This design comes from an exercise in tuning for small area, a short achievable clock period and few clock cycles per item on the open sky130 flow, not from production work. Where RTL was checked, it was by simulation tests only, not by an equivalence proof against the original. For runs 1 to 5, only the layout was checked, not whether the RTL still works. Power figures rest on the tool's default switching activity, not on a simulated workload.

==> design.v <==
module fc_layer_mac #(
    parameter int IN_DIM      = 256,
    parameter int OUT_DIM     = 32,
    parameter int IN_W        = 8,
    parameter int W_W         = 8,
    parameter int ACC_W       = 32,
    parameter int OUT_SHIFT   = 7,
    parameter int BIAS_LSHIFT = 7,
    parameter int RELU        = 1,
    parameter int OUT_W       = 8,
    parameter int WA_W        = $clog2(IN_DIM * OUT_DIM),
    parameter int BA_W        = (OUT_DIM > 1) ? $clog2(OUT_DIM) : 1
) (
    input  logic                    clk,
    input  logic                    rst_n,
    input  logic                    in_valid,
    output logic                    in_ready,
    input  logic signed [IN_W-1:0]  in_data,
    output logic [WA_W-1:0]         w_addr,
    input  logic signed [W_W-1:0]   w_q,
    output logic [BA_W-1:0]         b_addr,
    input  logic signed [W_W-1:0]   b_q,
    output logic                    out_valid,
    input  logic                    out_ready,
    output logic signed [OUT_W-1:0] out_data,
    output logic [BA_W-1:0]         out_idx,
    output logic                    out_last,
    output logic                    busy
);
    localparam int CNT_W = $clog2(IN_DIM);
    localparam int SW    = 23;    
    localparam logic [CNT_W-1:0] LAST_I = CNT_W'(IN_DIM - 1);
    localparam logic [BA_W-1:0]  LAST_O = BA_W'(OUT_DIM - 1);
    logic [BA_W-1:0]  oa;         
    logic [BA_W-1:0]  q;          
    logic [CNT_W-1:0] ia;         
    logic             in_rdy;
    logic             z;          
    logic [3:0]             bd_one;    
    logic [3:0]             bd_two;
    logic [3:0]             bd_neg;
    logic                   pact_m;    
    logic signed [W_W-1:0]  w_r;
    logic [12:0]            ph_lo;     
    logic [12:0]            ph_hi;     
    logic [SW-1:0]          ring [OUT_DIM];
    logic             vec_fin;    
    logic [BA_W-1:0]  ext_idx;    
    logic             tap_match;  
    logic [1:0]       owed;       
    logic             busy_q;
    logic             ov_q;
    logic [OUT_W-1:0] od_q;
    logic [BA_W-1:0]  oi_q;
    logic             ol_q;
    logic             last_pend;  
    logic in_fire;
    logic out_fire;
    logic take;
    logic [BA_W-1:0]  tap_nxt;
    logic [OUT_W-1:0] res;
    assign in_fire  = in_valid & in_rdy;
    assign out_fire = out_ready & ov_q;
    always_ff @(posedge clk or negedge rst_n) begin
        if (!rst_n) begin
            oa      <= '0;
            q       <= BA_W'(1);
            ia      <= '0;
            in_rdy  <= 1'b0;
            z       <= 1'b0;
            pact_m  <= 1'b0;
            vec_fin <= 1'b0;
        end else begin
            oa     <= oa + BA_W'(1);
            q      <= q + BA_W'(1);
            in_rdy <= (q == BA_W'(1)) & ~vec_fin;
            z      <= (ia == '0) & ~vec_fin;
            if (q == '0 && pact_m) begin
                ia <= ia + CNT_W'(1);
            end
            if (q == BA_W'(2)) begin
                pact_m <= in_fire;
            end
            if (in_fire && ia == LAST_I) begin
                vec_fin <= 1'b1;
            end else if (take && ext_idx == LAST_O) begin
                vec_fin <= 1'b0;
            end
        end
    end
    always_ff @(posedge clk) begin
        if (in_fire) begin
            for (int k = 0; k < 4; k++) begin
                bd_one[k] <= in_data[2*k] ^ ((k == 0) ? 1'b0 : in_data[2*k-1]);
                bd_two[k] <= (in_data[2*k+1] & ~in_data[2*k] & ~((k == 0) ? 1'b0 : in_data[2*k-1]))
                           | (~in_data[2*k+1] & in_data[2*k] & ((k == 0) ? 1'b0 : in_data[2*k-1]));
                bd_neg[k] <= in_data[2*k+1] & ~(in_data[2*k] & ((k == 0) ? 1'b0 : in_data[2*k-1]));
            end
        end
    end
    function automatic logic [9:0] brow(input logic one, input logic two,
                                        input logic neg,
                                        input logic signed [7:0] w);
        logic [9:0] m;
        m = one ? {{2{w[7]}}, w} : two ? {w[7], w, 1'b0} : 10'd0;
        m = m ^ {10{neg}};
        brow = {~m[9], m[8:0]};
    endfunction
    logic [9:0] r0, r1, r2, r3;
    assign r0 = brow(bd_one[0], bd_two[0], bd_neg[0], w_r);
    assign r1 = brow(bd_one[1], bd_two[1], bd_neg[1], w_r);
    assign r2 = brow(bd_one[2], bd_two[2], bd_neg[2], w_r);
    assign r3 = brow(bd_one[3], bd_two[3], bd_neg[3], w_r);
    always_ff @(posedge clk) begin
        w_r <= w_q;
        if (pact_m) begin
            ph_lo <= 13'(r0) + {1'b0, r1, 2'b00} + {10'd0, bd_neg[1], 1'b0, bd_neg[0]};
            ph_hi <= 13'(r2) + {1'b0, r3, 2'b00} + {10'd0, bd_neg[3], 1'b0, bd_neg[2]};
        end else begin
            ph_lo <= '0;
            ph_hi <= '0;
        end
    end
    always_ff @(posedge clk) begin
        ring[0] <= ring[OUT_DIM-1] + SW'(ph_lo) + {6'd0, ph_hi, 4'd0};
        for (int k = 1; k < OUT_DIM; k++) begin
            if (k != OUT_DIM - 2) begin
                ring[k] <= ring[k-1];
            end
        end
        if (z) begin
            ring[OUT_DIM-2] <= {8'd43, ~b_q[W_W-1], b_q[W_W-2:0], {BIAS_LSHIFT{1'b0}}};
        end else begin
            ring[OUT_DIM-2] <= ring[OUT_DIM-3];
        end
    end
    always_comb begin
        if (ring[0][SW-1]) begin
            res = {1'b0, {(OUT_W-1){1'b1}}};
        end else if (&ring[0][SW-2:OUT_SHIFT+OUT_W-1]) begin
            res = {1'b0, ring[0][OUT_SHIFT+OUT_W-2:OUT_SHIFT]};
        end else begin
            res = '0;
        end
    end
    assign take = vec_fin & tap_match & (~ov_q | out_ready);
    assign tap_nxt = q - 5'd4;
    always_ff @(posedge clk or negedge rst_n) begin
        if (!rst_n) begin
            ext_idx   <= '0;
            tap_match <= 1'b0;
            ov_q      <= 1'b0;
            last_pend <= 1'b0;
            owed      <= 2'd0;
            busy_q    <= 1'b0;
        end else begin
            if (take) begin
                ext_idx <= ext_idx + BA_W'(1);
            end
            tap_match <= take | (tap_nxt == ext_idx);
            if (take) begin
                ov_q      <= 1'b1;
                last_pend <= (ext_idx == LAST_O);
            end else if (out_ready) begin
                ov_q      <= 1'b0;
                last_pend <= 1'b0;
            end
            case ({in_fire & (ia == LAST_I), out_fire & last_pend})
                2'b10: begin owed <= owed + 2'd1; busy_q <= 1'b1; end
                2'b01: begin owed <= owed - 2'd1; busy_q <= (owed != 2'd1); end
                default: ;
            endcase
        end
    end
    always_ff @(posedge clk) begin
        if (take) begin
            od_q <= res;
            oi_q <= ext_idx;
            ol_q <= (ext_idx == LAST_O);
        end
    end
    assign in_ready  = in_rdy;
    assign w_addr    = {oa, ia};
    assign b_addr    = oa;
    assign out_valid = ov_q;
    assign out_data  = od_q;
    assign out_idx   = oi_q;
    assign out_last  = ol_q;
    assign busy      = busy_q;
endmodule
==> flow/run.sh <==
#!/bin/bash
# Own layout flow: the standard ORFS flow (standard.sh), unchanged synthesis,
# with the extra ORFS make variables listed in flow/knobs.txt (timing-repair
# effort). Each tool's output stays in orfs/logs; make's own output goes to
# run_standard.log in this folder.
set -euo pipefail
KNOBS=$(grep -v '^#' flow/knobs.txt | tr '\n' ' ')
bash standard.sh $KNOBS finish > run_standard.log 2>&1
==> flow/knobs.txt <==
SETUP_SLACK_MARGIN=6.1
CTS_CLUSTER_SIZE=30
CTS_CLUSTER_DIAMETER=80
==> standard.sh <==
#!/bin/bash
# synth_recipe.tcl (not shown) runs the flow's synth.tcl, then flattens the netlist and writes it again
# the make line also repeats each setting of config.mk as NAME=value (left out here)
make -C /OpenROAD-flow-scripts/flow DESIGN_CONFIG=/design/flow/config.mk WORK_HOME=/design/flow/orfs CLKGATE_MAP_FILE= SYNTH_SCRIPT=/design/flow/synth_recipe.tcl "${@:-finish}"
==> config.mk <==
export PLATFORM = sky130hd
export DESIGN_NAME = fc_layer_mac
export DESIGN_NICKNAME = fc_layer_mac
export VERILOG_FILES = /design/flow/design.v
export SDC_FILE = /design/flow/constraint.sdc
export NUM_CORES = 4
export LEC_CHECK = 0
export CAP_MARGIN = 20
export CORE_MARGIN = 2
export CORE_UTILIZATION = 40
export SLEW_MARGIN = 20
==> constraint.sdc <==
create_clock -name core_clock -period 9.0 [get_ports {clk}]
set_input_delay 1.8000 -clock core_clock [delete_from_list [all_inputs] [get_ports {clk}]]
set_output_delay 1.8000 -clock core_clock [all_outputs]
set_load 0.01 [all_outputs]
==> impl_metrics.toml, run 1 <==
[run_status]
status = "no timing/DRC/antenna violations"

[global_routing]
grt_use_met3 = 0.0304
grtUsageMet1 = 0.147
grt_use_total = 0.109
overflow = 0
grtUsageMet2 = 0.168
busiest_layer = "met2"
antenna_found_initial = 0
grt_max_degree = 34
grt_pass1_vias = 9843
grt_first_pass_wirelength_microns = 49400

[die]
row_count = 85
die_w_microns = 236
coreArea_sq_mm = 0.0535
die_area_sq_mm = 0.0557
start_util = 0.403
die_y_microns = 236
io_pins = 63

[cts]
hold_buffers = 0
clock_latency_ns = 0.58
cts_tree = "yes"
cts.sinks = 828
clkTransAtPathRegs_ns = 0.11
cts_buffers = 35
cts_root_buffer = "clkbuf_16"
cts_htree_levels = 2
clockBufferDepth = 3

[synthesis]
ys.flop_type = "dfxtp_1"
synthesis.area_sq_mm = 0.0215
synth_nets = 1577
synth-edff-count = 25
seq_area_frac_synth = 0.789
synthesis.instances = 1460
synth-seq-cells = 828
syn-mean-instance-area_sq_um = 14.8
async_reset_ff_frac = 0.0399
synth_cell_types = 61
synth_warnings = 2

[min_path]
hp-start = "ring[2][9]"
worstHoldPathCells = 0
whs_endpoint = "ring[3][9]"
hold_path.class = "flop to flop"

[sta]
period_minus_slack_ns = 2.97
finalSetupViolCount = 0
max_freq_mhz = 337
post-route-period-util = 0.329
rsz0062_at_grt = "true"
setup_slack_ns = 6.03
finalSetupTns_ns = 0
maxSlewHeadroom = 0.437
slew_viol_final = 0
clock-skew-final_ns = 0.0220
worst_pin_slew_ns = 0.844
final-hold-violation-count = 0

[pwr]
vdd_ir_drop_max_v = 0.000161
p_leak_uw = 0.0103
p_per_area_mw_per_mm2 = 290

[critical_path]
cp.arrival_ns = 1.17
ff2ff_path_depth = 12
crit_path_max_incr_delay_ns = 0.43
critPathMaxFanout = 4
r2r_end = "ph_lo[10]"
cp_data_required_time_ns = 7.20
r2r_slack_ns = 6.15
path_class = "flop to primary output"
path_cells = "buf_2"
path_buf_inv = 1
cp-start-kind = "flop"
crit_family = "flip-flops"
critPathCaptureType = "primary output"
slowest_stage = "dfrtp_1"
r2r_start = "bd_one[1]"

[placement]
pre_cts_slack_ns = 5.34
port_buffers = 61
place_congestion = 0.806
hpwl_microns = 18700

[cells_and_area]
diodes = 0
syn_to_final_growth_pct = 13.0
final_common_cell = "dfxtp_1"
drive_gt1_frac = 0.122
nFillCells = 4677
final_cell_mix = "dfxtp_1 (764), nand2_1 (82), ha_1 (70), buf_4 (45), xnor2_1 (42)"
fin_nets = 1691

[drt]
drtIter0Drc = 459
via_per_inst = 4.33
firstDrtPassIters = 4
wire_per_inst_microns = 13.1
wirelength_microns = 29900
drc = 0
postRouteAntennaNets = 0
vias = 9887

[flow_run]
maxCapViolations = 0
## what timing repair did
| item | CTS | global route |
|---|---|---|
| setup buffers | 32 | 15 |
| gates resized for setup | 147 | 62 |
| cloned | 0 | 1 |
| setup endpoints to repair | 42 | 53 |
| pin swaps | 0 | 14 |
## flip-flops by register name, indices dropped and copies added, names as in the netlist, 7 cells and up
register / flops
ring: 736
ph_hi: 13
ph_lo: 13
ia: 8
w_r: 8
od_q: 7
## Yosys cell counts (10+ instances only)
cell | instances | share of area
dfxtp_1 | 770 | 0.72
nand2_1 | 82 | 0.014
ha_1 | 79 | 0.046
o21ai_0 | 56 | 0.013
xnor2_1 | 42 | 0.017
xor2_1 | 38 | 0.015
dfrtp_1 | 32 | 0.037
inv_1 | 28 | 0.0049
nor2_1 | 28 | 0.0049
edfxtp_1 | 25 | 0.035
a21o_1 | 23 | 0.0080
nor2b_1 | 22 | 0.0064
a21oi_1 | 21 | 0.0049
clkbuf_1 | 21 | 0.0037
nand4_1 | 15 | 0.0044
nand2b_1 | 14 | 0.0041
mux2i_1 | 13 | 0.0060
nand3_1 | 12 | 0.0028
mux2_2 | 11 | 0.0058
nor3_1 | 11 | 0.0026
fa_1 | 10 | 0.0093
## kinds of logic (layout without fill, tap and decap cells)
family                     after synthesis  after routing  share of synthesized area
DFF                                    828            828                      0.789
and+or+nand+nor                        225            225                     0.0528
AOI/OAI and AO/OA                      150            150                     0.0455
adders and majority gates               89             89                     0.0552
xor gates and xnor gates                80             80                     0.0325
buffers and inverters                   63            190                     0.0130
muxes                                   24             24                     0.0118
other                                    1              1                   0.000174
## cell type report
class / count / area [sq um] / share of cell area
Timing Repair Buffer: 112 / 858 / 0.0353
Clock buffer: 40 / 905 / 0.0372
Inverter: 28 / 105 / 0.00432
Multi-Input combinational cell: 569 / 4480 / 0.184
Sequential cell: 828 / 17000 / 0.699
Clock inverter: 10 / 115 / 0.00473
Tap cell: 696 / 871 / 0.0358
## layer usage
| metal | share of wire | up-vias |
|---|---|---|
| li1 | - | 5005 |
| met1 | 0.49 | 4681 |
| met2 | 0.43 | 148 |
| met4 | 0.025 | 0 |
| met3 | 0.053 | 53 |
| met5 | 0 | - |
## report_power, final
part           leakage, uW  switching [uW]  total [uW]  internal [uW]
sequential         0.00708             232        4840           4610
clock             0.000500            1060        1810            749
combinational      0.00274             239         417            177
total               0.0103            1530        7060           5530
## per-stage QoR
stage	cell area (sq um)	utilization	std cells	hold WS [ns]	total power (uW)
after floorplan	21500	-	1460	0.310	5100
final	24300	0.455	2283	0.316	7060
after CTS	24000	0.448	2267	0.322	7150
after detailed placement	22900	0.427	2185	0.312	5330
after global placement	22900	0.427	2185	0.310	5310
after global routing	24300	0.455	2283	0.325	7420
## worst max-delay path by stage
stage | start | endpoint | slack, ns | depth (start not counted)
6_report | oa[3] | w_addr[11] | 6.03 | 1
5_1_grt | oa[3] | w_addr[11] | 5.96 | 1
4_1_cts | oa[3] | w_addr[11] | 5.99 | 1
3_5_place_dp | in_valid | busy_q | 5.34 | 5
3_3_place_gp | in_valid | busy_q | 5.39 | 5
2_1_floorplan | in_valid | busy_q | 5.97 | 4
==> inputs of run 2 (changes only) <==
==> flow/knobs.txt (replaced) <==
SETUP_SLACK_MARGIN=6.3
CTS_CLUSTER_SIZE=35
CTS_CLUSTER_DIAMETER=70
==> impl_metrics.toml, run 2 <==
[run_status]
status = "no timing/DRC/antenna violations"

[critical_path]
r2r_end = "ph_lo[10]"
slowest_stage = "dfrtp_1"
cp.arrival_ns = 1.29
crit_family = "flip-flops"
crit_path_max_incr_delay_ns = 0.43
critPathLaunch = "oa[3]"
crit_end = "b_addr[3]"
path_depth = 2
cp-start-kind = "flop"
r2r_slack_ns = 6.27
cp_data_required_time_ns = 7.20
path_buf_inv = 2
r2r_start = "bd_one[1]"
critPathCaptureType = "primary output"
ff2ff_path_depth = 12
path_cells = "buf_6, buf_6"
crit_top_cell = "buf_6"
critPathMaxFanout = 2
path_class = "flop to primary output"

[die]
io_pins = 63
start_util = 0.403
die_y_microns = 236
row_count = 85
die_w_microns = 236
die_area_sq_mm = 0.0557
coreArea_sq_mm = 0.0535

[flow_run]
maxCapViolations = 0

[placement]
place_congestion = 0.780
dpl_cell_area_sq_mm = 0.0229
port_buffers = 61
hpwl_microns = 18700
dpl.cell_count = 2184

[global_routing]
busiest_layer = "met2"
grt_max_degree = 37
grt_first_pass_wirelength_microns = 50700
grt_use_total = 0.111
antenna_found_initial = 1
grt_pass1_vias = 10000
grtUsageMet1 = 0.151
grtUsageMet2 = 0.175
grt_use_met3 = 0.0221
overflow = 0

[sta]
maxSlewHeadroom = 0.424
clock-skew-final_ns = 0.0310
worst_pin_slew_ns = 0.864
period_minus_slack_ns = 3.09
rsz0062_at_grt = "true"
finalSetupViolCount = 0
post-route-period-util = 0.343
final-hold-violation-count = 0
max_freq_mhz = 324
finalSetupTns_ns = 0
slew_viol_final = 0

[synthesis]
seq_area_frac_synth = 0.789
synth-edff-count = 25
synthTopCellsByCount = "dfxtp_1 (770), nand2_1 (82), ha_1 (79)"
async_reset_ff_frac = 0.0399
synth-seq-cells = 828
synth_cell_types = 61
synth_top_area_frac = 0.716
synth_area_leaders = "dfxtp_1 (72%), ha_1 (4.6%), dfrtp_1 (3.7%)"
synth_most_common_cell = "dfxtp_1"
yosys.area.top_type = "dfxtp_1"
synth_nets = 1577
syn-mean-instance-area_sq_um = 14.8
synth_warnings = 2
synthesis.instances = 1460
ys.flop_type = "dfxtp_1"
synthesis.area_sq_mm = 0.0215

[pwr]
p_per_area_mw_per_mm2 = 285
p_leak_uw = 0.0104
vdd_ir_drop_max_v = 0.000193

[cts]
clkTransAtPathRegs_ns = 0.11
hold_buffers = 0
cts_buffers = 31
clockBufferDepth = 3
cts.sinks = 828
clock_latency_ns = 0.62
cts_tree = "yes"
cts_root_buffer = "clkbuf_16"
cts_htree_levels = 1

[cells_and_area]
diodes = 0
final_util = 0.462
final_common_cell = "dfxtp_1"
syn_to_final_growth_pct = 14.9
final_cell_count_no_fill = 2298
fin_nets = 1707
final_area_sq_mm = 0.0247
largest-register = "ring"
final_cell_mix = "dfxtp_1 (763), nand2_1 (79), buf_4 (63), ha_1 (60), xnor2_1 (41)"
largest_reg_flops = 736
drive_gt1_frac = 0.152
top_regs = "ring x736, ph_hi x13, ph_lo x13"

[drt]
postRouteAntennaNets = 0
vias = 9888
wirelength_microns = 31000
drtIter0Drc = 366
wire_per_inst_microns = 13.5
drc = 0
firstDrtPassIters = 4
via_per_inst = 4.30

[min_path]
hold_path.class = "flop to flop"
-- run 2: cell counts after synthesis --
Identical to the previous run, type by type.
-- run 2: cell type report --
| class | instances | area [sq um] |
|---|---|---|
| clock buffer | 34 | 787 |
| tap | 696 | 871 |
| sequential | 828 | 17000 |
| timing repair buffer | 131 | 1040 |
| fill | 4677 | 28800 |
| clock inverter | 11 | 188 |
| inverter | 28 | 105 |
| multi-input combinational | 570 | 4740 |
-- run 2: per-layer routing --
metal / vias up / part of all wire
li1: 5030 / -
met1: 4676 / 0.49
met4: 0 / 0.027
met3: 48 / 0.043
met5: - / 0
met2: 134 / 0.44
-- run 2: worst min path at each step --
| stage | from | to | slack [ns] | cells after the start |
|---|---|---|---|---|
| floorplan | ring[9][0] | ring[10][0] | 0.31 | 0 |
| global placement | ring[1][16] | ring[2][16] | 0.31 | 0 |
| detailed placement | ring[23][4] | ring[24][4] | 0.31 | 0 |
| CTS | ring[20][14] | ring[21][14] | 0.31 | 0 |
| global route | ring[20][14] | ring[21][14] | 0.31 | 0 |
| finish | ring[20][14] | ring[21][14] | 0.31 | 0 |
-- run 2: where the power goes --
part	leakage, uW	switching [uW]	total (uW)	internal, uW
combinational	0.00289	263	460	197
clock	0.000468	1080	1750	673
sequential	0.00708	233	4840	4600
-- run 2: timing repair --
item	4_1_cts	5_1_grt
gates resized for setup	192	61
endpoints found under the setup margin	77	67
pin swaps	18	42
gates cloned	1	0
setup buffers	52	16
-- run 2: kinds of logic after synthesis --
| group | after synthesis | synth area share |
|---|---|---|
| simple gates | 225 | 0.0528 |
| xor+xnor | 80 | 0.0325 |
| compound gates | 150 | 0.0455 |
| other cells | 1 | 0.000174 |
| buf+inv | 63 | 0.0130 |
| mux | 24 | 0.0118 |
| fa+ha+maj | 89 | 0.0552 |
| flops | 828 | 0.789 |
-- run 2: metrics by stage --
| stage | worst slack, ns | hold slack, ns | power, uW |
|---|---|---|---|
| after detailed placement | 5.28 | 0.312 | 5330 |
| after CTS | 5.88 | 0.314 | 7100 |
| after global placement | 5.31 | 0.310 | 5310 |
| final | 5.91 | 0.309 | 7050 |
| after floorplan | 6.08 | 0.310 | 5110 |
| after global routing | 5.86 | 0.315 | 7390 |
==> inputs of run 3 (changes only) <==
--- a/design.v
+++ b/design.v
@@ -35,5 +35,7 @@
     logic [BA_W-1:0]  q;          
     logic [CNT_W-1:0] ia;         
+    logic [CNT_W-1:0] ia_o;       
     logic             in_rdy;
+    logic             in_rdy_o;   
     logic             z;          
     logic [3:0]             bd_one;    
@@ -51,4 +53,5 @@
     logic             busy_q;
     logic             ov_q;
+    logic             ov_o;       
     logic [OUT_W-1:0] od_q;
     logic [BA_W-1:0]  oi_q;
@@ -62,8 +65,16 @@
     assign in_fire  = in_valid & in_rdy;
     assign out_fire = out_ready & ov_q;
+    logic [CNT_W-1:0] ia_nxt;
+    logic             in_rdy_nxt;
+    assign ia_nxt     = ia + CNT_W'(q == '0 && pact_m);
+    assign in_rdy_nxt = (q == BA_W'(1)) & ~vec_fin;
+    always_ff @(posedge clk) begin
+        oa       <= q;
+        ia_o     <= ia_nxt;
+        in_rdy_o <= in_rdy_nxt;
+    end
     always_ff @(posedge clk or negedge rst_n) begin
         if (!rst_n) begin
-            oa      <= '0;
-            q       <= BA_W'(1);
+            q       <= '0;
             ia      <= '0;
             in_rdy  <= 1'b0;
@@ -72,11 +83,8 @@
             vec_fin <= 1'b0;
         end else begin
-            oa     <= oa + BA_W'(1);
             q      <= q + BA_W'(1);
-            in_rdy <= (q == BA_W'(1)) & ~vec_fin;
+            in_rdy <= in_rdy_nxt;
             z      <= (ia == '0) & ~vec_fin;
-            if (q == '0 && pact_m) begin
-                ia <= ia + CNT_W'(1);
-            end
+            ia     <= ia_nxt;
             if (q == BA_W'(2)) begin
                 pact_m <= in_fire;
@@ -145,4 +153,7 @@
     end
     assign take = vec_fin & tap_match & (~ov_q | out_ready);
+    always_ff @(posedge clk) begin
+        ov_o <= take | (ov_q & ~out_ready);
+    end
     assign tap_nxt = q - 5'd4;
     always_ff @(posedge clk or negedge rst_n) begin
@@ -180,8 +191,8 @@
         end
     end
-    assign in_ready  = in_rdy;
-    assign w_addr    = {oa, ia};
+    assign in_ready  = in_rdy_o;
+    assign w_addr    = {oa, ia_o};
     assign b_addr    = oa;
-    assign out_valid = ov_q;
+    assign out_valid = ov_o;
     assign out_data  = od_q;
     assign out_idx   = oi_q;
==> flow/knobs.txt (replaced) <==
SETUP_SLACK_MARGIN=6.3
CTS_CLUSTER_SIZE=30
CTS_CLUSTER_DIAMETER=80
==> impl_metrics.toml, run 3 <==
[critical_path]
cp_data_required_time_ns = 7.20
crit_family = "flip-flops"
critPathMaxFanout = 1
path_cells = "buf_2"
path_buf_inv = 1
cp-start-kind = "flop"
cp.arrival_ns = 1.15
slowest_stage = "edfxtp_1"
path_class = "flop to primary output"
critPathCaptureType = "primary output"
crit_path_max_incr_delay_ns = 0.42

[pwr]
p_leak_uw = 0.0103
vdd_ir_drop_max_v = 0.000165
p_per_area_mw_per_mm2 = 291

[sta]
rsz0062_at_grt = "true"
finalSetupTns_ns = 0
max_freq_mhz = 339
slew_viol_final = 0
worst_pin_slew_ns = 0.873
maxSlewHeadroom = 0.418
period_minus_slack_ns = 2.95
final-hold-violation-count = 0
post-route-period-util = 0.328
clock-skew-final_ns = 0.0226
finalSetupViolCount = 0

[global_routing]
overflow = 0
grt_max_degree = 32
grt_first_pass_wirelength_microns = 49000
antenna_found_initial = 1
grt_pass1_vias = 9767
grt_use_total = 0.108

[cells_and_area]
top_regs = "ring x736, ph_hi x13, ph_lo x13"
syn_to_final_growth_pct = 14.4
final_cell_mix = "dfxtp_1 (769), ha_1 (61), nand2_1 (60), xnor2_1 (44)"
final_util = 0.462
fin_nets = 1680
final_common_cell = "dfxtp_1"
drive_gt1_frac = 0.148
final_area_sq_mm = 0.0248
largest_reg_flops = 736
largest-register = "ring"

[synthesis]
synth_nets = 1566
synth_area_leaders = "dfxtp_1 (73%), ha_1 (4.6%), edfxtp_1 (3.5%)"
seq_area_frac_synth = 0.793
synthesis.instances = 1449
yosys.area.top_type = "dfxtp_1"
synth-edff-count = 25
async_reset_ff_frac = 0.0334
synth-seq-cells = 838
ys.flop_type = "dfxtp_1"
synthTopCellsByCount = "dfxtp_1 (785), ha_1 (79), nand2_1 (61)"
synth_cell_types = 62
synth_top_area_frac = 0.726
synthesis.area_sq_mm = 0.0216
synth_warnings = 2
syn-mean-instance-area_sq_um = 14.9
synth_most_common_cell = "dfxtp_1"

[cts]
clockBufferDepth = 3
cts.sinks = 838
clkTransAtPathRegs_ns = 0.11
clock_latency_ns = 0.57
cts_tree = "yes"
cts_htree_levels = 2
hold_buffers = 0
cts_buffers = 35
cts_root_buffer = "clkbuf_16"

[drt]
drc = 0
wire_per_inst_microns = 13.3
via_per_inst = 4.34
vias = 9855
postRouteAntennaNets = 0
drtIter0Drc = 321
firstDrtPassIters = 5
wirelength_microns = 30200

[flow_run]
maxCapViolations = 0

[min_path]
hold_path.class = "flop to flop"

[die]
die_area_sq_mm = 0.0560
io_pins = 63
row_count = 85
start_util = 0.404
die_y_microns = 237
coreArea_sq_mm = 0.0536
die_w_microns = 237

[placement]
place_congestion = 0.779
dpl_cell_area_sq_mm = 0.0230
hpwl_microns = 18800
port_buffers = 61

[run_status]
status = "no timing/DRC/antenna violations"
==> run 3: cell count changes in the layout (fill, tap and decap cells not counted), sizes merged, moves of 7 or more <==
cell and delta:
nand2 -21, and3 +7, a22oi +8, o21ai -16
a21o -7, clkbuf +8, xor2 -8, mux2i -7
a211oi +8, dfxtp +15, nor2 +8, a21oi +16
buf -26
==> run 3: repair_timing <==
item,in CTS,in global routing
gates cloned,1,0
pin swaps,8,47
endpoints found under the setup margin,77,57
resized for setup,182,79
setup buffers,24,18
==> run 3: where the power goes <==
| group | internal, uW | switching, uW |
|---|---|---|
| clock | 769 | 1060 |
| sequential | 4660 | 235 |
| combinational | 207 | 268 |
| total | 5640 | 1560 |
==> run 3: worst paths after layout <==
check,slack [ns],depth (start not counted),end,start
min in group asynchronous,1.59,2,ext_idx[4],rst_n
worst min-delay path,0.32,0,ring[13][10],ring[12][10]
max in group asynchronous,7.11,2,ia[4],rst_n
worst max-delay path,6.05,1,out_data[4],od_q[4]
worst min register to register,0.32,0,ring[13][10],ring[12][10]
worst max register to register,6.33,12,ph_hi[6],bd_one[2]
==> run 3: final cells by class <==
type                            count  area [sq um]
Clock buffer                       42           945
Clock inverter                      5          81.3
Sequential cell                   838         17200
Tap cell                          696           871
Inverter                           35           131
Multi-Input combinational cell    548          4640
Fill cell                        4710         28900
Antenna cell                        1          2.50
Timing Repair Buffer              105           898
==> run 3: logic make-up after synthesis <==
group / Yosys count / share of synthesized area
mux: 19 / 0.00954
xor+xnor: 75 / 0.0304
other cells: 1 / 0.000173
compound gates: 164 / 0.0512
flops: 838 / 0.793
simple gates: 199 / 0.0470
fa+ha+maj: 89 / 0.0549
buf+inv: 64 / 0.0134
==> run 3: routing by layer <==
layer / share of wire / global-route usage
met1: 0.49 / 0.146
met2: 0.43 / 0.164
met3: 0.059 / 0.0331
met4: 0.027 / 0.0382
met5: 0 / 0
==> run 3: through the flow <==
| step | setup slack, ns | total power, uW | hold slack [ns] | cells |
|---|---|---|---|---|
| 4_1_cts | 6.01 | 7260 | 0.327 | 2251 |
| 3_5_place_dp | 5.20 | 5410 | 0.312 | 2179 |
| 5_1_grt | 5.99 | 7570 | 0.315 | 2269 |
| 6_report | 6.05 | 7200 | 0.323 | 2270 |
| 3_3_place_gp | 5.28 | 5390 | 0.310 | 2179 |
| 2_1_floorplan | 6.00 | 5180 | 0.310 | 1449 |
==> inputs of run 4 (changes only) <==
--- a/design.v
+++ b/design.v
@@ -57,4 +57,8 @@
     logic [BA_W-1:0]  oi_q;
     logic             ol_q;
+    logic [OUT_W-1:0] od_o;       
+    logic [BA_W-1:0]  oi_o;       
+    logic             ol_o;
+    logic             busy_o;
     logic             last_pend;  
     logic in_fire;
@@ -177,17 +181,31 @@
                 last_pend <= 1'b0;
             end
-            case ({in_fire & (ia == LAST_I), out_fire & last_pend})
-                2'b10: begin owed <= owed + 2'd1; busy_q <= 1'b1; end
-                2'b01: begin owed <= owed - 2'd1; busy_q <= (owed != 2'd1); end
-                default: ;
-            endcase
-        end
+            owed   <= owed_nxt;
+            busy_q <= busy_nxt;
+        end
+    end
+    logic [1:0] owed_nxt;
+    logic       busy_nxt;
+    always_comb begin
+        owed_nxt = owed;
+        busy_nxt = busy_q;
+        case ({in_fire & (ia == LAST_I), out_fire & last_pend})
+            2'b10: begin owed_nxt = owed + 2'd1; busy_nxt = 1'b1; end
+            2'b01: begin owed_nxt = owed - 2'd1; busy_nxt = (owed != 2'd1); end
+            default: ;
+        endcase
     end
     always_ff @(posedge clk) begin
         if (take) begin
-            od_q <= res;
-            oi_q <= ext_idx;
-            ol_q <= (ext_idx == LAST_O);
-        end
+            od_q <= ~res;
+            oi_q <= ~ext_idx;
+            ol_q <= ~(ext_idx == LAST_O);
+        end
+    end
+    always_ff @(posedge clk) begin
+        od_o   <= take ? res : ~od_q;
+        oi_o   <= take ? ext_idx : ~oi_q;
+        ol_o   <= take ? (ext_idx == LAST_O) : ~ol_q;
+        busy_o <= busy_nxt;
     end
     assign in_ready  = in_rdy_o;
@@ -195,7 +213,7 @@
     assign b_addr    = oa;
     assign out_valid = ov_o;
-    assign out_data  = od_q;
-    assign out_idx   = oi_q;
-    assign out_last  = ol_q;
-    assign busy      = busy_q;
+    assign out_data  = od_o;
+    assign out_idx   = oi_o;
+    assign out_last  = ol_o;
+    assign busy      = busy_o;
 endmodule
==> impl_metrics.toml, run 4 <==
[run_status]
status = "no timing/DRC/antenna violations"

[synthesis]
synth_area_leaders = "dfxtp_1 (73%), ha_1 (4.6%), edfxtp_1 (3.4%)"
synth_warnings = 2
async_reset_ff_frac = 0.0329
synth_nets = 1560
synthesis.instances = 1442
seq_area_frac_synth = 0.801
synth_most_common_cell = "dfxtp_1"
yosys.area.top_type = "dfxtp_1"
synth-edff-count = 25
synthesis.area_sq_mm = 0.0218
synth-seq-cells = 852
synth_top_area_frac = 0.734
synthTopCellsByCount = "dfxtp_1 (799), ha_1 (80), nand2_1 (63)"
ys.flop_type = "dfxtp_1"
synth_cell_types = 58
syn-mean-instance-area_sq_um = 15.1

[cells_and_area]
final_cell_count_no_fill = 2264
largest-register = "ring"
syn_to_final_growth_pct = 15.1
final_common_cell = "dfxtp_1"
fin_nets = 1671
top_regs = "ring x736, ph_hi x13, ph_lo x13"
final_area_sq_mm = 0.0251
drive_gt1_frac = 0.151
nFillCells = 4699
final_cell_mix = "dfxtp_1 (763), ha_1 (67), nand2_1 (62), xnor2_1 (53), clkbuf_16 (39)"
diodes = 0
largest_reg_flops = 736

[die]
die_w_microns = 237
row_count = 85
io_pins = 63
start_util = 0.405
coreArea_sq_mm = 0.0538
die_area_sq_mm = 0.0564
die_y_microns = 237

[pwr]
p_per_area_mw_per_mm2 = 292
vdd_ir_drop_max_v = 0.000166
p_leak_uw = 0.0104

[placement]
dpl.cell_count = 2172
port_buffers = 61
dpl_cell_area_sq_mm = 0.0232
hpwl_microns = 18400
place_congestion = 0.754

[critical_path]
critPathCaptureType = "primary output"
path_class = "flop to primary output"
slowest_stage = "dfxtp_2"
ff2ff_path_depth = 13
r2r_end = "ph_hi[11]"
cp-start-kind = "flop"
cp_data_required_time_ns = 7.20
r2r_slack_ns = 6.25
path_depth = 1
crit_family = "flip-flops"
crit_path_max_incr_delay_ns = 0.37
path_cells = "buf_6"
critPathMaxFanout = 1
cp.arrival_ns = 1.06
r2r_start = "bd_one[2]"
path_buf_inv = 1

[min_path]
hold_path.class = "flop to flop"
whs_endpoint = "ring[4][3]"
hp-start = "ring[3][3]"
worstHoldPathCells = 0

[drt]
drc = 0
via_per_inst = 4.28
wirelength_microns = 29800
vias = 9695
postRouteAntennaNets = 0
drtIter0Drc = 378
firstDrtPassIters = 6
wire_per_inst_microns = 13.2

[global_routing]
overflow = 0
antenna_found_initial = 0
grt_use_total = 0.107
grt_max_degree = 36
grt_pass1_vias = 9562
grt_first_pass_wirelength_microns = 48600

[sta]
clock-skew-final_ns = 0.0385
max_freq_mhz = 350
worst_pin_slew_ns = 0.946
post-route-period-util = 0.318
final-hold-violation-count = 0
rsz0062_at_grt = "true"
finalSetupViolCount = 0
finalSetupTns_ns = 0
slew_viol_final = 0
period_minus_slack_ns = 2.86
maxSlewHeadroom = 0.369
holdWs_ns = 0.309

[cts]
cts_root_buffer = "clkbuf_16"
cts_htree_levels = 2
clock_latency_ns = 0.58
cts.sinks = 852
clockBufferDepth = 3
cts_tree = "yes"
clkTransAtPathRegs_ns = 0.10
cts_buffers = 38

[flow_run]
maxCapViolations = 0
## run 4: cell types whose count changed after synthesis, moves of 7 or more
| cell | change |
|---|---|
| nor2_1 | -16 |
| and2_1 | +15 |
| dfxtp_1 | +14 |
| xnor2_1 | +10 |
| a21oi_1 | +8 |
| mux2i_1 | +7 |
| nor3_1 | -7 |
## run 4: worst max path at each step
stage               from           to
6_report         od_o[6]  out_data[6]
5_1_grt          od_o[6]  out_data[6]
4_1_cts          od_o[6]  out_data[6]
3_5_place_dp   out_ready   ext_idx[3]
3_3_place_gp   out_ready   ext_idx[3]
2_1_floorplan   in_valid       busy_q
## run 4: through the flow
stage	util	power (uW)	setup slack, ns
finish	0.466	7330	6.14
global route	0.466	7710	6.08
CTS	0.458	7420	6.10
detailed placement	0.431	5410	5.32
global placement	0.431	5390	5.42
floorplan	-	5210	6.19
## run 4: worst reg2reg max path: cells and delay by family (launching register included)
| kind | cells | cell delay (ns) |
|---|---|---|
| flops | 1 | 0.42 |
| compound gates | 6 | 0.97 |
| buf+inv | 2 | 0.28 |
| fa+ha+maj | 2 | 0.56 |
| simple gates | 1 | 0.14 |
| xor+xnor | 1 | 0.14 |
| mux | 1 | 0.14 |
## run 4: what timing repair did
item | 4_1_cts | 5_1_grt
gates resized for setup | 206 | 73
setup endpoints to repair | 84 | 56
buffers inserted | 19 | 16
hold buffers | 0 | 0
cloned | 1 | 1
pin swaps | 9 | 25
## run 4: power breakdown
group          internal [uW]  leakage, uW  switching (uW)
Sequential              4730      0.00722             237
Combinational            187      0.00263             213
Clock                    854     0.000566            1120
## run 4: area by class of cell
cell class                 count  area (sq um)  share of cell area
clock buffer                  43           991              0.0395
clock inverter                12           178             0.00708
inverter                      36           148             0.00588
multi-input combinational    525          4450               0.177
sequential                   852         17500               0.697
tap                          696           871              0.0347
timing repair buffer          99           951              0.0379
timing repair inverter         1          8.76            0.000349
## run 4: logic make-up after synthesis
logic type	Yosys count	share of synthesized area
AO/OA/AOI/OAI	142	0.0420
AND/OR/NAND/NOR	186	0.0437
other	1	0.000172
multiplexers	23	0.0111
buffers and inverters	65	0.0133
XOR/XNOR	83	0.0341
adder cells (fa/ha/maj)	90	0.0551
flip-flops	852	0.801
## run 4: metal layers
| layer | track usage | vias up | wire length [microns] | part of all wire |
|---|---|---|---|---|
| met3 | 0.0264 | 48 | 1220 | 0.041 |
| met1 | 0.146 | 4625 | 14900 | 0.50 |
| met5 | 0 | - | 0 | 0 |
| met4 | 0.0328 | 0 | 627 | 0.021 |
| li1 | - | 4905 | - | - |
| met2 | 0.168 | 117 | 13100 | 0.44 |
==> inputs of run 5 (changes only) <==
==> flow/knobs.txt (replaced) <==
SETUP_SLACK_MARGIN=6.5
CTS_CLUSTER_SIZE=30
CTS_CLUSTER_DIAMETER=80
==> impl_metrics.toml, run 5 <==
[synthesis]
syn-mean-instance-area_sq_um = 15.1
yosys.area_share.simple = 0.0437
synth_nets = 1560
ys.flop_type = "dfxtp_1"
async_reset_ff_frac = 0.0329
synthesis.instances = 1442
yosys.area_share.adder = 0.0551
yosys.area.top_type = "dfxtp_1"
seq_area_frac_synth = 0.801
muxShareOfSynthArea = 0.0111
synth_xor_xnor_area_share = 0.0341
synth_area_leaders = "dfxtp_1 (73%), ha_1 (4.6%), edfxtp_1 (3.4%)"
synth_cell_types = 58
synth-seq-cells = 852
synth_most_common_cell = "dfxtp_1"
synth-compound-area-share = 0.0420
synth_top_area_frac = 0.734
synth_warnings = 2
synthTopCellsByCount = "dfxtp_1 (799), ha_1 (80), nand2_1 (63)"
synth_top_family_by_area = "adder cells"
synth-edff-count = 25
synthesis.area_sq_mm = 0.0218

[global_routing]
grt_max_degree = 35
grt_pass1_vias = 9915
antenna_found_initial = 0
grt_use_total = 0.111
grt_first_pass_wirelength_microns = 50500
overflow = 0

[cells_and_area]
top_regs = "ring x736, ph_hi x13, ph_lo x13"
fin_nets = 1690
syn_to_final_growth_pct = 17.6
largest-register = "ring"
drive_gt1_frac = 0.197
final_area_sq_mm = 0.0256
final_common_cell = "dfxtp_1"
diodes = 0
largest_reg_flops = 736
final_cell_mix = "dfxtp_1 (760), nand2_1 (58), ha_1 (54), xnor2_1 (49), buf_6 (44)"

[critical_path]
path_class = "flop to primary output"
path_buf_inv = 1
crit_family = "flip-flops"
cp.arrival_ns = 1.06
critPathMaxFanout = 2
critPathLaunch = "oa[0]"
crit_path_max_incr_delay_ns = 0.36
r2r_start = "bd_one[2]"
cp_data_required_time_ns = 7.20
cp-start-kind = "flop"
path_cells = "buf_6"
slowest_stage = "dfxtp_2"
critPathCaptureType = "primary output"

[sta]
finalSetupTns_ns = 0
maxSlewHeadroom = 0.534
final-hold-violation-count = 0
period_minus_slack_ns = 2.86
holdWs_ns = 0.305
worst_pin_slew_ns = 0.697
setup_slack_ns = 6.14
rsz0062_at_grt = "true"
post-route-period-util = 0.317
slew_viol_final = 0
finalSetupViolCount = 0
clock-skew-final_ns = 0.0372
max_freq_mhz = 350

[die]
row_count = 85
coreArea_sq_mm = 0.0538
io_pins = 63
start_util = 0.405
die_y_microns = 237
die_area_sq_mm = 0.0564
die_w_microns = 237

[pwr]
p_leak_uw = 0.0106
pwr-share-comb = 0.072
pwr-share-clk = 0.263
p_per_area_mw_per_mm2 = 291
switchingPower_uw = 1650
vdd_ir_drop_max_v = 0.000149
seqPwrFrac = 0.665
internal-power_uw = 5820
switching_share = 0.221

[cts]
hold_buffers = 0
cts_tree = "yes"
clock_latency_ns = 0.58
cts_htree_levels = 2
cts.sinks = 852
cts_buffers = 38
clkTransAtPathRegs_ns = 0.10
cts_root_buffer = "clkbuf_16"
clockBufferDepth = 3

[placement]
place_congestion = 0.765
hpwl_microns = 18500
dpl_cell_area_sq_mm = 0.0233
pre_cts_slack_ns = 5.55
port_buffers = 61

[flow_run]
maxCapViolations = 0

[drt]
drc = 0
firstDrtPassIters = 6
wire_per_inst_microns = 13.3
postRouteAntennaNets = 0
wirelength_microns = 30400
via_per_inst = 4.28
drtIter0Drc = 450
vias = 9762

[min_path]
hp-start = "ring[25][14]"
hold_path.class = "flop to flop"

[run_status]
status = "no timing/DRC/antenna violations"
[run 5: cell counts after synthesis]
Identical to the previous run, type by type.
[run 5: area by class of cell]
| type | count | area (sq um) |
|---|---|---|
| Fill cell | 4603 | 28200 |
| Sequential cell | 852 | 17500 |
| Multi-Input combinational cell | 525 | 4820 |
| Timing Repair Buffer | 117 | 1110 |
| Clock buffer | 42 | 976 |
| Tap cell | 696 | 871 |
| Clock inverter | 12 | 191 |
| Inverter | 36 | 148 |
| Timing Repair inverter | 2 | 17.5 |
[run 5: logic make-up (layout without fill, tap and decap cells)]
family	count (synthesis)	after routing
DFF	852	852
and+or+nand+nor	186	186
buffers and inverters	65	209
AOI/OAI and AO/OA	142	142
xor gates and xnor gates	83	83
muxes	23	23
other	1	1
adders and majority gates	90	90
[run 5: path summary, 6_finish.rpt]
| check | end | slack [ns] | cells past startpoint |
|---|---|---|---|
| max in group asynchronous | z | 7.12 | 2 |
| max | b_addr[0] | 6.14 | 1 |
| min in group asynchronous | q[3] | 1.58 | 2 |
| min reg2reg | ring[26][14] | 0.31 | 0 |
| min | ring[26][14] | 0.31 | 0 |
| max reg2reg | ph_hi[11] | 6.28 | 12 |
[run 5: power by group through the flow]
| stage | Clock [uW] | Sequential, uW | Combinational [uW] |
|---|---|---|---|
| global route | 2190 | 5060 | 590 |
| CTS | 2050 | 4990 | 446 |
| detailed placement | 0 | 5060 | 372 |
| global placement | 0 | 5040 | 366 |
| floorplan | 0 | 4940 | 279 |
| finish | 1970 | 4960 | 540 |
[run 5: metrics by stage]
| step | utilization | total power (uW) | instances |
|---|---|---|---|
| 6_report | 0.476 | 7470 | 2282 |
| 5_1_grt | 0.476 | 7840 | 2282 |
| 4_1_cts | 0.467 | 7480 | 2268 |
| 3_5_place_dp | 0.434 | 5430 | 2173 |
| 3_3_place_gp | 0.434 | 5410 | 2173 |
| 2_1_floorplan | - | 5220 | 1442 |
[run 5: routing by layer]
layer | track usage | share of wire | vias to the layer above
li1 | - | - | 4942
met1 | 0.148 | 0.48 | 4612
met2 | 0.173 | 0.43 | 155
met3 | 0.0322 | 0.058 | 53
met4 | 0.0372 | 0.027 | 0
met5 | 0 | 0 | -
[run 5: what timing repair did]
action / CTS / global route
gates cloned: 2 / 0
pin swaps: 57 / 44
setup endpoints to repair: 90 / 61
resized for setup: 256 / 84
endpoints found under the hold margin: 0 / 0
setup buffers: 39 / 14
==> inputs of run 6 (changes only) <==
--- a/design.v
+++ b/design.v
@@ -102,35 +102,30 @@
     end
     always_ff @(posedge clk) begin
-        if (in_fire) begin
+        if (q == BA_W'(2)) begin
             for (int k = 0; k < 4; k++) begin
-                bd_one[k] <= in_data[2*k] ^ ((k == 0) ? 1'b0 : in_data[2*k-1]);
-                bd_two[k] <= (in_data[2*k+1] & ~in_data[2*k] & ~((k == 0) ? 1'b0 : in_data[2*k-1]))
-                           | (~in_data[2*k+1] & in_data[2*k] & ((k == 0) ? 1'b0 : in_data[2*k-1]));
-                bd_neg[k] <= in_data[2*k+1] & ~(in_data[2*k] & ((k == 0) ? 1'b0 : in_data[2*k-1]));
+                bd_one[k] <= in_fire & (in_data[2*k] ^ ((k == 0) ? 1'b0 : in_data[2*k-1]));
+                bd_two[k] <= in_fire & ((in_data[2*k+1] & ~in_data[2*k] & ~((k == 0) ? 1'b0 : in_data[2*k-1]))
+                           | (~in_data[2*k+1] & in_data[2*k] & ((k == 0) ? 1'b0 : in_data[2*k-1])));
+                bd_neg[k] <= in_fire & in_data[2*k+1] & ~(in_data[2*k] & ((k == 0) ? 1'b0 : in_data[2*k-1]));
             end
         end
     end
     function automatic logic [9:0] brow(input logic one, input logic two,
-                                        input logic neg,
+                                        input logic neg, input logic act,
                                         input logic signed [7:0] w);
         logic [9:0] m;
         m = one ? {{2{w[7]}}, w} : two ? {w[7], w, 1'b0} : 10'd0;
         m = m ^ {10{neg}};
-        brow = {~m[9], m[8:0]};
+        brow = {~m[9] & act, m[8:0]};
     endfunction
     logic [9:0] r0, r1, r2, r3;
-    assign r0 = brow(bd_one[0], bd_two[0], bd_neg[0], w_r);
-    assign r1 = brow(bd_one[1], bd_two[1], bd_neg[1], w_r);
-    assign r2 = brow(bd_one[2], bd_two[2], bd_neg[2], w_r);
-    assign r3 = brow(bd_one[3], bd_two[3], bd_neg[3], w_r);
-    always_ff @(posedge clk) begin
-        w_r <= w_q;
-        if (pact_m) begin
-            ph_lo <= 13'(r0) + {1'b0, r1, 2'b00} + {10'd0, bd_neg[1], 1'b0, bd_neg[0]};
-            ph_hi <= 13'(r2) + {1'b0, r3, 2'b00} + {10'd0, bd_neg[3], 1'b0, bd_neg[2]};
-        end else begin
-            ph_lo <= '0;
-            ph_hi <= '0;
-        end
+    assign r0 = brow(bd_one[0], bd_two[0], bd_neg[0], pact_m, w_r);
+    assign r1 = brow(bd_one[1], bd_two[1], bd_neg[1], pact_m, w_r);
+    assign r2 = brow(bd_one[2], bd_two[2], bd_neg[2], pact_m, w_r);
+    assign r3 = brow(bd_one[3], bd_two[3], bd_neg[3], pact_m, w_r);
+    always_ff @(posedge clk) begin
+        w_r   <= w_q;
+        ph_lo <= 13'(r0) + {1'b0, r1, 2'b00} + {10'd0, bd_neg[1], 1'b0, bd_neg[0]};
+        ph_hi <= 13'(r2) + {1'b0, r3, 2'b00} + {10'd0, bd_neg[3], 1'b0, bd_neg[2]};
     end
     always_ff @(posedge clk) begin
==> flow/knobs.txt (replaced) <==
SETUP_SLACK_MARGIN=6.3
CTS_CLUSTER_SIZE=20
CTS_CLUSTER_DIAMETER=60
CTS_BUF_LIST=sky130_fd_sc_hd__clkbuf_8
==> impl_metrics.toml, run 6 <==
[cells_and_area]
final_common_cell = "dfxtp_1"
drive_gt1_frac = 0.159
multi_input_area_sq_mm = 0.00444
top_regs = "ring x736, ph_hi x13, ph_lo x13"
largest-register = "ring"
regArea_sq_mm = 0.0175
final_cell_count_no_fill = 2290
syn_to_final_growth_pct = 13.7
final_util = 0.460
nFillCells = 4754
diodes = 0
largest_reg_flops = 736
final_cell_mix = "dfxtp_1 (761), nand2_1 (68), ha_1 (61), xnor2_1 (58), clkbuf_8 (54)"
fin_nets = 1692

[cts]
cts.sinks = 852
cts_buffers = 52
cts_htree_levels = 2
clkTransAtPathRegs_ns = 0.12
cts_tree = "yes"
clockBufferDepth = 3
cts_root_buffer = "clkbuf_8"
clock_latency_ns = 0.68

[critical_path]
critPathCaptureType = "primary output"
slowest_stage = "dfxtp_2"
path_buf_inv = 1
crit_path_max_incr_delay_ns = 0.38
critPathMaxFanout = 1
cp.arrival_ns = 1.17
cp-start-kind = "flop"
crit_family = "flip-flops"
path_class = "flop to primary output"
cp_data_required_time_ns = 7.20
path_cells = "buf_6"

[drt]
met3_length_microns = 1610
vias = 9851
postRouteAntennaNets = 0
wl_met1_microns = 15100
wl_met2_microns = 12800
firstDrtPassIters = 4
via_per_inst = 4.30
wire_per_inst_microns = 13.3
wirelength_microns = 30600
drtIter0Drc = 458
top_layer = "met4"
drc = 0

[die]
die_area_sq_mm = 0.0563
start_util = 0.405
coreArea_sq_mm = 0.0538
die_y_microns = 237
io_pins = 63
row_count = 85
die_w_microns = 237

[synthesis]
synth_xor_xnor_area_share = 0.0357
synthesis.area_sq_mm = 0.0218
synth-edff-count = 25
synthesis.instances = 1456
yosys.area_share.adder = 0.0534
synth_most_common_cell = "dfxtp_1"
synth-seq-cells = 852
synth_nets = 1571
yosys.area_share.simple = 0.0482
synth_top_area_frac = 0.734
synthTopCellsByCount = "dfxtp_1 (799), ha_1 (77), nand2_1 (71)"
synth_warnings = 2
ys.flop_type = "dfxtp_1"
synth_cell_types = 59
synth_top_family_by_area = "adder cells"
synth-compound-area-share = 0.0404
yosys.area.top_type = "dfxtp_1"
async_reset_ff_frac = 0.0329
seq_area_frac_synth = 0.801
syn-mean-instance-area_sq_um = 15.0
synth_area_leaders = "dfxtp_1 (73%), ha_1 (4.4%), edfxtp_1 (3.4%)"
muxShareOfSynthArea = 0.00827

[pwr]
switchingPower_uw = 1850
p_per_area_mw_per_mm2 = 312
pwr-share-comb = 0.115
vdd_ir_drop_max_v = 0.000139
switching_share = 0.240
internal-power_uw = 5880
seqPwrFrac = 0.670
p_total_uw = 7740
p_leak_uw = 0.0101
pwr-share-clk = 0.215

[sta]
slew_viol_final = 0
finalSetupViolCount = 0
maxSlewHeadroom = 0.616
rsz0062_at_grt = "true"
worst_pin_slew_ns = 0.575
period_minus_slack_ns = 2.97
post-route-period-util = 0.330
clock-skew-final_ns = 0.0291
holdWs_ns = 0.320
finalSetupTns_ns = 0
max_freq_mhz = 337
final-hold-violation-count = 0

[global_routing]
antenna_found_initial = 0
grt_first_pass_wirelength_microns = 50000
grt_max_degree = 29
grt_pass1_vias = 9832
overflow = 0
grt_use_total = 0.110

[placement]
dpl.cell_count = 2185
port_buffers = 61
hpwl_microns = 18800
place_congestion = 0.826

[flow_run]
maxCapViolations = 0

[run_status]
status = "no timing/DRC/antenna violations"

[min_path]
hold_path.class = "flop to flop"
-- run 6: cell count changes after synthesis, moves of 7 or more --
| cell | change |
|---|---|
| nor3_1 | +9 |
| nand3_1 | +8 |
| nor2_1 | +18 |
| nor2b_1 | -7 |
| and2_1 | -17 |
| nand2b_1 | -7 |
| nand2_1 | +8 |
-- run 6: kinds of logic (layout without fill, tap and decap cells) --
logic type	after synthesis	in the layout
flip-flops	852	852
AND/OR/NAND/NOR	212	212
AO/OA/AOI/OAI	136	136
adder cells (fa/ha/maj)	87	87
XOR/XNOR	87	87
buffers and inverters	64	202
multiplexers	17	17
other	1	1
-- run 6: through the flow --
stage                     worst slack [ns]  area (sq um)
final                                 6.03         24800
after global routing                  5.95         24800
after CTS                             5.95         24400
after detailed placement              5.34         23200
after global placement                5.44         23200
after floorplan                       6.32         21800
-- run 6: timing repair --
action	in CTS	in global routing
setup buffers	21	12
hold buffers	0	0
pin swaps	14	42
setup endpoints to repair	85	61
gates cloned	0	1
resized for setup	222	73
-- run 6: cell type report --
class / instances / share of cell area
clock buffers: 54 / 0.0300
clock inverters: 17 / 0.00586
multi-input cells: 540 / 0.179
flip-flops and latches: 852 / 0.707
repair buffers: 97 / 0.0374
well taps: 696 / 0.0352
inverters: 34 / 0.00566
-- run 6: path summary, 6_finish.rpt --
| path | start | to | slack, ns | cells after the start |
|---|---|---|---|---|
| min in group asynchronous | rst_n | tap_match | 1.49 | 2 |
| max | od_o[1] | out_data[1] | 6.03 | 1 |
| min reg2reg | ring[15][21] | ring[16][21] | 0.32 | 0 |
| max in group asynchronous | rst_n | z | 7.22 | 2 |
| max reg2reg | bd_one[0] | ph_lo[11] | 6.28 | 11 |
| min | ring[15][21] | ring[16][21] | 0.32 | 0 |
-- run 6: routing by layer --
layer / vias up / track usage
met5: - / 0
met4: 0 / 0.0492
met3: 80 / 0.0321
met2: 164 / 0.165
met1: 4630 / 0.149
li1: 4977 / -
-- run 6: power by group through the flow --
| stage | Combinational [uW] | Sequential, uW | Clock, uW |
|---|---|---|---|
| 2_1_floorplan | 555 | 5130 | 0 |
| 3_3_place_gp | 726 | 5260 | 0 |
| 3_5_place_dp | 739 | 5270 | 0 |
| 4_1_cts | 828 | 5210 | 1760 |
| 5_1_grt | 988 | 5300 | 1900 |
| 6_report | 892 | 5180 | 1660 |
-- run 6: worst reg2reg max path: stages, from the launching register on --
cell and delay [ns]:
edfxtp_1 0.45, buf_6 0.16, nand3b_1 0.19, a221oi_4 0.42
mux2_4 0.24, ha_4 0.22, a21o_1 0.17, a21oi_2 0.16
o211ai_1 0.14, a31o_2 0.24, a21oi_2 0.14, xnor2_1 0.12
Testbench counts of run 6, summed over its fixed seeds: cycles 262,960, vectors 32.
==> inputs of run 7 (changes only) <==
==> flow/knobs.txt (replaced) <==
SETUP_SLACK_MARGIN=6.3
CTS_CLUSTER_SIZE=30
CTS_CLUSTER_DIAMETER=80
==> impl_metrics.toml, run 7 <==
[synthesis]
synth_nets = 1571
synth_most_common_cell = "dfxtp_1"
synth-edff-count = 25
synth-seq-cells = 852
synth_top_family_by_area = "adder cells"
synthesis.instances = 1456
yosys.area_share.adder = 0.0534
synth_xor_xnor_area_share = 0.0357
synth_cell_types = 59
yosys.area_share.simple = 0.0482
syn-mean-instance-area_sq_um = 15.0
synthTopCellsByCount = "dfxtp_1 (799), ha_1 (77), nand2_1 (71)"
muxShareOfSynthArea = 0.00827
async_reset_ff_frac = 0.0329
yosys.area.top_type = "dfxtp_1"
synth_area_leaders = "dfxtp_1 (73%), ha_1 (4.4%), edfxtp_1 (3.4%)"
ys.flop_type = "dfxtp_1"
synth_warnings = 2
synthesis.area_sq_mm = 0.0218
seq_area_frac_synth = 0.801
synth-compound-area-share = 0.0404
synth_top_area_frac = 0.734

[sta]
finalSetupViolCount = 0
clock-skew-final_ns = 0.0318
post-route-period-util = 0.319
period_minus_slack_ns = 2.87
final-hold-violation-count = 0
slew_viol_final = 0
rsz0062_at_grt = "true"
finalSetupTns_ns = 0
maxSlewHeadroom = 0.615
max_freq_mhz = 349
worst_pin_slew_ns = 0.578
setup_slack_ns = 6.13

[min_path]
hold_path.class = "flop to flop"

[drt]
wire_per_inst_microns = 13.4
met3_length_microns = 1420
via_per_inst = 4.30
drtIter0Drc = 467
top_layer = "met4"
vias = 9795
postRouteAntennaNets = 0
firstDrtPassIters = 4
wirelength_microns = 30400
wl_met2_microns = 13000
drc = 0
wl_met1_microns = 15300

[global_routing]
grt_use_total = 0.109
overflow = 0
antenna_found_initial = 0
grt_first_pass_wirelength_microns = 49800
grt_max_degree = 31
grt_pass1_vias = 9731

[critical_path]
cp_data_required_time_ns = 7.20
critPathMaxFanout = 1
slowest_stage = "dfxtp_2"
crit_path_max_incr_delay_ns = 0.37
cp.arrival_ns = 1.07
crit_family = "flip-flops"
path_buf_inv = 1
path_cells = "buf_6"
cp-start-kind = "flop"
critPathCaptureType = "primary output"
path_class = "flop to primary output"
r2r_slack_ns = 6.29

[cells_and_area]
regArea_sq_mm = 0.0175
final_common_cell = "dfxtp_1"
drive_gt1_frac = 0.145
fin_nets = 1682
multi_input_area_sq_mm = 0.00439
nFillCells = 4723
final_cell_mix = "dfxtp_1 (762), nand2_1 (69), ha_1 (67), xnor2_1 (58), clkbuf_16 (37)"
largest-register = "ring"
syn_to_final_growth_pct = 14.5
top_regs = "ring x736, ph_hi x13, ph_lo x13"
diodes = 0
largest_reg_flops = 736

[cts]
cts_tree = "yes"
clockBufferDepth = 3
cts.sinks = 852
cts_root_buffer = "clkbuf_16"
cts_buffers = 37
clkTransAtPathRegs_ns = 0.11
cts_htree_levels = 2
clock_latency_ns = 0.59

[placement]
hpwl_microns = 18800
port_buffers = 61
pre_cts_slack_ns = 5.34
place_congestion = 0.826

[die]
die_area_sq_mm = 0.0563
row_count = 85
coreArea_sq_mm = 0.0538
start_util = 0.405
die_y_microns = 237
die_w_microns = 237
io_pins = 63

[run_status]
status = "no timing/DRC/antenna violations"

[pwr]
p_leak_uw = 0.0103
vdd_ir_drop_max_v = 0.000131
p_per_area_mw_per_mm2 = 321

[flow_run]
maxCapViolations = 0
-- run 7: cell counts after synthesis --
No cell type changed its count.
-- run 7: report_power, final --
| part | switching (uW) | internal (uW) | leakage, uW |
|---|---|---|---|
| clock | 1120 | 827 | 0.000556 |
| sequential | 287 | 4900 | 0.00723 |
| combinational | 479 | 400 | 0.00247 |
-- run 7: through the flow --
step	hold WS, ns	utilization	instances	power, uW	area, sq um
3_5_place_dp	0.312	0.430	2185	6010	23200
3_3_place_gp	0.310	0.430	2185	5990	23200
4_1_cts	0.322	0.457	2258	8060	24600
5_1_grt	0.326	0.463	2276	8440	24900
6_report	0.320	0.463	2276	8010	24900
2_1_floorplan	0.310	-	1456	5690	21800
-- run 7: cells by family after synthesis --
group / Yosys count
AND/OR/NAND/NOR: 212
AO/OA/AOI/OAI: 136
adder cells (fa/ha/maj): 87
flip-flops: 852
other: 1
buffers and inverters: 64
multiplexers: 17
XOR/XNOR: 87
-- run 7: worst paths after layout --
check                             start      endpoint  cells past startpoint
min in group asynchronous         rst_n     last_pend                      2
min reg2reg                ring[17][12]  ring[18][12]                      0
max reg2reg                   bd_one[2]     ph_hi[11]                     11
max in group asynchronous         rst_n        pact_m                      2
max                             od_o[1]   out_data[1]                      1
min                        ring[17][12]  ring[18][12]                      0
-- run 7: what timing repair did --
item                       CTS  global route
setup buffers               21            16
cloned                       0             2
hold buffers                 0             0
pin swaps                   14            32
setup endpoints to repair   86            61
gates resized for setup    215            51
-- run 7: cell type report --
type                    count  area share
repair buffers            100      0.0357
repair inverters            1    0.000351
well taps                 696      0.0349
clock inverters            13     0.00778
clock buffers              39      0.0378
flip-flops and latches    852       0.702
multi-input cells         541       0.176
inverters                  34     0.00562
-- run 7: layer usage --
layer	up-vias	track usage
li1	4964	-
met1	4627	0.150
met2	149	0.166
met3	55	0.0307
met4	0	0.0391
met5	-	0
==> inputs of run 8 (changes only) <==
--- a/design.v
+++ b/design.v
@@ -54,12 +54,9 @@
     logic             ov_q;
     logic             ov_o;       
-    logic [OUT_W-1:0] od_q;
-    logic [BA_W-1:0]  oi_q;
-    logic             ol_q;
+    logic [OUT_W-1:0] od_q;       
     logic [OUT_W-1:0] od_o;       
     logic [BA_W-1:0]  oi_o;       
     logic             ol_o;
-    logic             busy_o;
-    logic             last_pend;  
+    logic             busy_o;     
     logic in_fire;
     logic out_fire;
@@ -161,5 +158,4 @@
             tap_match <= 1'b0;
             ov_q      <= 1'b0;
-            last_pend <= 1'b0;
             owed      <= 2'd0;
             busy_q    <= 1'b0;
@@ -170,9 +166,7 @@
             tap_match <= take | (tap_nxt == ext_idx);
             if (take) begin
-                ov_q      <= 1'b1;
-                last_pend <= (ext_idx == LAST_O);
+                ov_q <= 1'b1;
             end else if (out_ready) begin
-                ov_q      <= 1'b0;
-                last_pend <= 1'b0;
+                ov_q <= 1'b0;
             end
             owed   <= owed_nxt;
@@ -185,5 +179,5 @@
         owed_nxt = owed;
         busy_nxt = busy_q;
-        case ({in_fire & (ia == LAST_I), out_fire & last_pend})
+        case ({in_fire & (ia == LAST_I), out_fire & (ext_idx == '0)})
             2'b10: begin owed_nxt = owed + 2'd1; busy_nxt = 1'b1; end
             2'b01: begin owed_nxt = owed - 2'd1; busy_nxt = (owed != 2'd1); end
@@ -194,12 +188,10 @@
         if (take) begin
             od_q <= ~res;
-            oi_q <= ~ext_idx;
-            ol_q <= ~(ext_idx == LAST_O);
         end
     end
     always_ff @(posedge clk) begin
         od_o   <= take ? res : ~od_q;
-        oi_o   <= take ? ext_idx : ~oi_q;
-        ol_o   <= take ? (ext_idx == LAST_O) : ~ol_q;
+        oi_o   <= take ? ext_idx : ext_idx - BA_W'(1);
+        ol_o   <= take ? (ext_idx == LAST_O) : (ext_idx == '0);
         busy_o <= busy_nxt;
     end
==> impl_metrics.toml, run 8 <==
[run_status]
status = "no timing/DRC/antenna violations"

[critical_path]
crit_path_max_incr_delay_ns = 0.37
crit_family = "flip-flops"
path_class = "flop to primary output"
slowest_stage = "dfxtp_4"
cp-start-kind = "flop"
critPathCaptureType = "primary output"
cp.arrival_ns = 1.07
cp_data_required_time_ns = 7.20
path_buf_inv = 1
path_cells = "buf_6"
r2r_slack_ns = 6.28
critPathMaxFanout = 1

[cells_and_area]
fin_nets = 1673
diodes = 0
top_regs = "ring x736, ph_hi x13, ph_lo x13"
final_common_cell = "dfxtp_1"
largest-register = "ring"
nFillCells = 4710
final_cell_mix = "dfxtp_1 (770), nand2_1 (75), ha_1 (66), xnor2_1 (53), buf_4 (42)"
drive_gt1_frac = 0.146
final_area_sq_mm = 0.0247
syn_to_final_growth_pct = 14.7
largest_reg_flops = 736

[sta]
clock-skew-final_ns = 0.0279
period_minus_slack_ns = 2.87
worst_pin_slew_ns = 0.595
finalSetupViolCount = 0
rsz0062_at_grt = "true"
slew_viol_final = 0
max_freq_mhz = 349
finalSetupTns_ns = 0
final-hold-violation-count = 0
post-route-period-util = 0.319
maxSlewHeadroom = 0.602
setup_slack_ns = 6.13

[synthesis]
synthesis.area_sq_mm = 0.0216
synth_nets = 1554
ys.flop_type = "dfxtp_1"
synth_most_common_cell = "dfxtp_1"
synthTopCellsByCount = "dfxtp_1 (799), nand2_1 (81), ha_1 (78)"
synthesis.instances = 1438
syn-mean-instance-area_sq_um = 15.0
yosys.area.top_type = "dfxtp_1"
synth-edff-count = 19
synth_top_area_frac = 0.742
synth_cell_types = 59
async_reset_ff_frac = 0.0320
synth_warnings = 2
seq_area_frac_synth = 0.800
synth_area_leaders = "dfxtp_1 (74%), ha_1 (4.5%), dfrtp_1 (3.1%)"
synth-seq-cells = 845

[die]
die_area_sq_mm = 0.0558
die_y_microns = 236
coreArea_sq_mm = 0.0536
io_pins = 63
start_util = 0.402
row_count = 85
die_w_microns = 236

[drt]
drtIter0Drc = 389
drc = 0
postRouteAntennaNets = 0
wirelength_microns = 30300
firstDrtPassIters = 5
wire_per_inst_microns = 13.3
via_per_inst = 4.28
vias = 9702

[cts]
cts_tree = "yes"
clockBufferDepth = 3
hold_buffers = 0
cts_buffers = 36
cts_root_buffer = "clkbuf_16"
clkTransAtPathRegs_ns = 0.10
clock_latency_ns = 0.59
cts.sinks = 845
cts_htree_levels = 2

[pwr]
p_leak_uw = 0.0103
switchingPower_uw = 1830
pwr-share-clk = 0.240
p_per_area_mw_per_mm2 = 316
vdd_ir_drop_max_v = 0.000154
seqPwrFrac = 0.656
internal-power_uw = 5990
switching_share = 0.234
pwr-share-comb = 0.104

[placement]
hpwl_microns = 18600
pre_cts_slack_ns = 5.58
dpl_cell_area_sq_mm = 0.0229
port_buffers = 61
place_congestion = 0.793

[global_routing]
grt_max_degree = 32
overflow = 0
antenna_found_initial = 0
grt_use_total = 0.109
grt_first_pass_wirelength_microns = 49400
grt_pass1_vias = 9816

[flow_run]
maxCapViolations = 0

[min_path]
hold_path.class = "flop to flop"
-- run 8: cell count changes after synthesis, moves of 6 or more --
cell      change
mux2_1        +6
nand2_1      +10
or2_1         +8
edfxtp_1      -6
o21ai_0      -27
nand3_1       -9
xor2_1        +9
inv_1        -14
o21ai_1      +31
-- run 8: worst paths after layout --
check | cells after the start | from | endpoint
max | 1 | od_o[0] | out_data[0]
max in group asynchronous | 2 | rst_n | ext_idx[4]
max reg2reg | 11 | bd_one[2] | ph_hi[10]
min | 0 | ring[3][14] | ring[4][14]
min in group asynchronous | 2 | rst_n | in_rdy
min reg2reg | 0 | ring[3][14] | ring[4][14]
-- run 8: power groups by stage --
stage                     Sequential [uW]  Clock, uW  Combinational (uW)
after detailed placement             5230          0                 755
after global routing                 5250       2090                 901
final                                5130       1870                 813
after CTS                            5160       1950                 791
after floorplan                      5090          0                 566
after global placement               5210          0                 758
-- run 8: stage by stage --
step,util,hold slack (ns),power [uW],cells
after floorplan,-,0.310,5660,1438
final,0.462,0.322,7820,2267
after CTS,0.457,0.325,7910,2255
after global placement,0.428,0.310,5970,2168
after global routing,0.462,0.328,8240,2267
after detailed placement,0.428,0.312,5980,2168
-- run 8: cell families after synthesis --
kind of cell    count (synthesis)  synth area share
compound gates                133            0.0403
mux                            22            0.0107
buf+inv                        51            0.0115
fa+ha+maj                      88            0.0545
flops                         845             0.800
other cells                     1          0.000174
xor+xnor                       90            0.0366
simple gates                  208            0.0467
-- run 8: final cells by class --
type                    instances  area (sq um)  area share
inverters                      22          87.6     0.00354
well taps                     696           871      0.0352
clock buffers                  41           941      0.0380
flip-flops and latches        845         17300       0.699
clock inverters                11           120     0.00486
repair buffers                110          1010      0.0410
multi-input cells             542          4420       0.179
-- run 8: what timing repair did --
action                                  4_1_cts  5_1_grt
buffers inserted                             34       12
gates resized for setup                     230       36
gates cloned                                  1        0
pin swaps                                    17       33
endpoints found under the setup margin       50       48
-- run 8: layer usage --
| layer | routed length (microns) | share of wire | global-route usage | up-vias |
|---|---|---|---|---|
| met3 | 1390 | 0.046 | 0.0254 | 41 |
| met1 | 14700 | 0.49 | 0.146 | 4615 |
| met2 | 13300 | 0.44 | 0.171 | 122 |
| met4 | 824 | 0.027 | 0.0468 | 0 |
| met5 | 0 | 0 | 0 | - |
| li1 | - | - | - | 4924 |
Testbench counts of run 8, summed over its fixed seeds: cycles 262,960, vectors 32.

Setup slack of run 8, layout unchanged: 6.131 ns with ideal ports, 6.075 ns with driving cells assumed (clock clkbuf_16, inputs buf_2), 5.788 ns with port delays also shifted by the 0.627 ns mid clock arrival.
